What follows belongs to an exercise in optimizing a design on an open flow for small area, a short achievable clock period and few clock cycles per item; a production flow would make more cautious choices. Function was checked by simulation only, so behaviour that the tests miss may differ from the original.

== alpha ==
// rgb_luma_range_compress_top
module rgb_luma_range_compress_top (
  input  wire logic        clk,
  input  wire logic        rst_n,
  input  wire logic        in_tvalid,
  output logic             in_tready,
  input  wire logic [23:0] in_tdata,
  output logic             out_tvalid,
  input  wire logic        out_tready,
  output logic [23:0]      out_tdata
);
==> flow/config.mk <==
export PLATFORM = sky130hd
export DESIGN_NAME = rgb_luma_range_compress_top
export DESIGN_NICKNAME = rgb_luma_range_compress_top
export VERILOG_FILES = /design/flow/design.v
export SDC_FILE = /design/flow/constraint.sdc
export NUM_CORES = 4
export LEC_CHECK = 0
export CAP_MARGIN = 20
export CORE_MARGIN = 2
export CORE_UTILIZATION = 40
export SLEW_MARGIN = 20
==> flow/constraint.sdc <==
create_clock -name core_clock -period 7.0 [get_ports {clk}]
set_input_delay 1.4000 -clock core_clock [delete_from_list [all_inputs] [get_ports {clk}]]
set_output_delay 1.4000 -clock core_clock [all_outputs]
set_load 0.01 [all_outputs]
standard.sh (not shown) runs the stock make flow with config.mk's settings and CLKGATE_MAP_FILE= SYNTH_SCRIPT=/design/flow/synth_recipe.tcl, a recipe that flattens the netlist after the stock synthesis.
==> flow/flow/run.sh <==
#!/bin/bash
# Own layout flow: the standard ORFS flow (standard.sh) with three synthesis changes.
#  1. Yosys's "synth -run fine:" runs with -noabc, so the full adders that the RTL writes
#     through its function fa() reach extract_fa as written.
#  2. extract_fa only looks at the cells made from fa() (selected by their source line),
#     so the carry-propagate adders and the rest stay plain logic for ABC.
#  3. If flow/abc.script exists, ABC maps the logic with it instead of ORFS's script.
#  4. Half-adder cells are don't-use (dontuse.txt: the platform's list plus
#     sky130_fd_sc_hd__ha_*), so only full adders are extracted.
# Registers, their names and their cell types are those of the standard synthesis.
# make's output goes to make.log here; ORFS writes each step's log under orfs/logs.
set -euo pipefail
W=$PWD
LINE=$(grep -n 'function automatic logic \[1:0\] fa(' design.v | head -1 | cut -d: -f1)
{
  echo 'proc synth {args} {'
  echo '  if {[lsearch -exact $args "fine:"] >= 0} {'
  echo '    yosys synth -nofsm -noshare -noabc {*}$args'
  echo '  } else {'
  echo '    yosys synth -nofsm -noshare {*}$args'
  echo '  }'
  echo '}'
  if [[ -n "$LINE" ]]; then
    echo "proc extract_fa {args} { yosys extract_fa {*}\$args a:src=*design.v:$LINE.* }"
  fi
  if [[ -f flow/abc.script ]]; then
    # ABC runs flow/abc.script in place of the ORFS script (same arguments otherwise)
    echo "proc abc {args} { set i [lsearch -exact \$args -script]; if {\$i >= 0} { lset args [expr {\$i+1}] $W/flow/abc.script }; yosys abc {*}\$args }"
  fi
  tail -n +2 synth_recipe.tcl
} > my_synth.tcl
sed -e "s#SYNTH_SCRIPT=[^ ]*#SYNTH_SCRIPT=$W/my_synth.tcl#" standard.sh > my_standard.sh
DU="$(cat flow/dontuse.txt)"
EXTRA=()
if [[ -f flow/extra.mk ]]; then
  while read -r line; do [[ -n "$line" ]] && EXTRA+=("$line"); done < flow/extra.mk
fi
bash my_standard.sh "DONT_USE_CELLS=$DU" "${EXTRA[@]}" finish > make.log 2>&1
==> flow/flow/extra.mk <==
BUFFER_PORTS_ARGS=-buffer_cell sky130_fd_sc_hd__buf_1
Other scripts of this flow, unchanged in this note and not shown: flow/flow/abc.script, flow/flow/dontuse.txt
alpha was carried through to the last stage, and its layout satisfied the timing, design-rule and antenna checks.
Testbench counts of alpha, summed over its fixed seeds: cycles 16,032, items 16,000.
--- input diff alpha..beta ---
- SETUP_SLACK_MARGIN newly set to 2.4
- GPL_ROUTABILITY_DRIVEN newly set to 0
### Flow results
- No stage failed in alpha, and the final checks on the layout all came back clean.
- beta went all the way through synthesis, placement and routing and the layout is clean on timing, DRC and antenna.
- Longest individual stage delay on the worst path, alpha and beta, higher one = beta.
- Any difference in setup clock skew after layout between alpha and beta is small enough to ignore.
- Area added between synthesis and finish | beta above alpha
- | sequential share of layout area | beta vs alpha | 1.1 points lower |
- First-pass GRT wire length: beta > alpha
- alpha → beta: final cell count increased by 68 relative to the old numbers; wire length increased by about 7% relative to the old numbers.
- Number of cells upsized or downsized after cts, alpha and beta, higher one = beta.
Edits applied to the flow inputs when going from beta to gamma:
- GPL_ROUTABILITY_DRIVEN removed (was 0)
==> flow/flow/extra.mk <==
BUFFER_PORTS_ARGS=-buffer_cell sky130_fd_sc_hd__buf_1
RECOVER_POWER=100
### Flow results
- The sum of met3 wire segment lengths after detailed routing reported for gamma is smaller than that of beta by about 15%.
- On post-route clock skew, gamma tracks beta almost exactly.
- Diff beta -> gamma: number of pins with negative max-slew slack in the final report has increased; core occupancy in the finished layout decreased 0.32 points; arrival time at the worst endpoint increased 0.57 ns.
- Nothing crashed in gamma and all stages finished; the problem is that the final layout failed, the offending checks being capacitance limit, slew limit.
- Per the comparison of gamma with beta, sequential portion of the cell area rose 0.18 points, minimum clock period +0.58 ns, post-detailed-route via-to-cell ratio rose by about 0.5%.
For delta, these inputs were changed with respect to gamma:
- SETUP_SLACK_MARGIN: 2.4 -> 2.2
==> flow/flow/extra.mk <==
BUFFER_PORTS_ARGS=-buffer_cell sky130_fd_sc_hd__buf_1
--- outcome ---
delta: full flow OK, the timing, design-rule and antenna checks passed
Normalized max-slew margin delta (delta − gamma): favourable
Setup fix buffers added after clock tree synthesis in delta is 23 lower than in gamma
The higher utilization came out of gamma.
Compared with gamma, total detailed-routing wirelength in delta decreased by a few percent.
Delta(first-iteration DRC count, delta - gamma) > 0
Of delta and gamma, gamma shows the higher number of non-clock buffers in the layout, with delta below it.
The inputs of epsilon differ from those of delta as listed below.
- SETUP_SLACK_MARGIN changed from 2.2 to 2.6
### Flow results
Lower share of the clock period used by the worst path after layout among delta and epsilon: epsilon
q_cb2[3] as the launching instance or port of the critical path was reported by epsilon, and q_g[0] by delta.
Setup slack | epsilon above delta

==> separate check: timing with driven ports <==
In the flow no input, the clock included, has a driving cell. The finished layouts below were timed again as built, in two steps. Step 1 assumes that a clkbuf_16 drives the clock port and a buf_2 every other input. Step 2 times the ports against the registers' clock, not the clock port: input delays grow and output delays shrink by t, the midpoint of the rising clock arrivals with the driver on. Three values: ideal, step 1, step 2; two values: the first two.
run	t (ns)	setup WS [ns]	worst setup path at the end
alpha	0.401	2.246 / 2.246 / 2.246	register to register
beta	0.392	2.588 / 2.588 / 2.588	register to register
gamma	0.392	2.011 / 2.011 / 1.652	input to register
delta	0.389	2.451 / 2.451 / 2.451	register to register
epsilon	0.391	2.663 / 2.663 / 2.663	register to register
The setup slack of gamma, which loses most, moves by 0.000 ns with the drivers and by -0.359 ns with both steps.
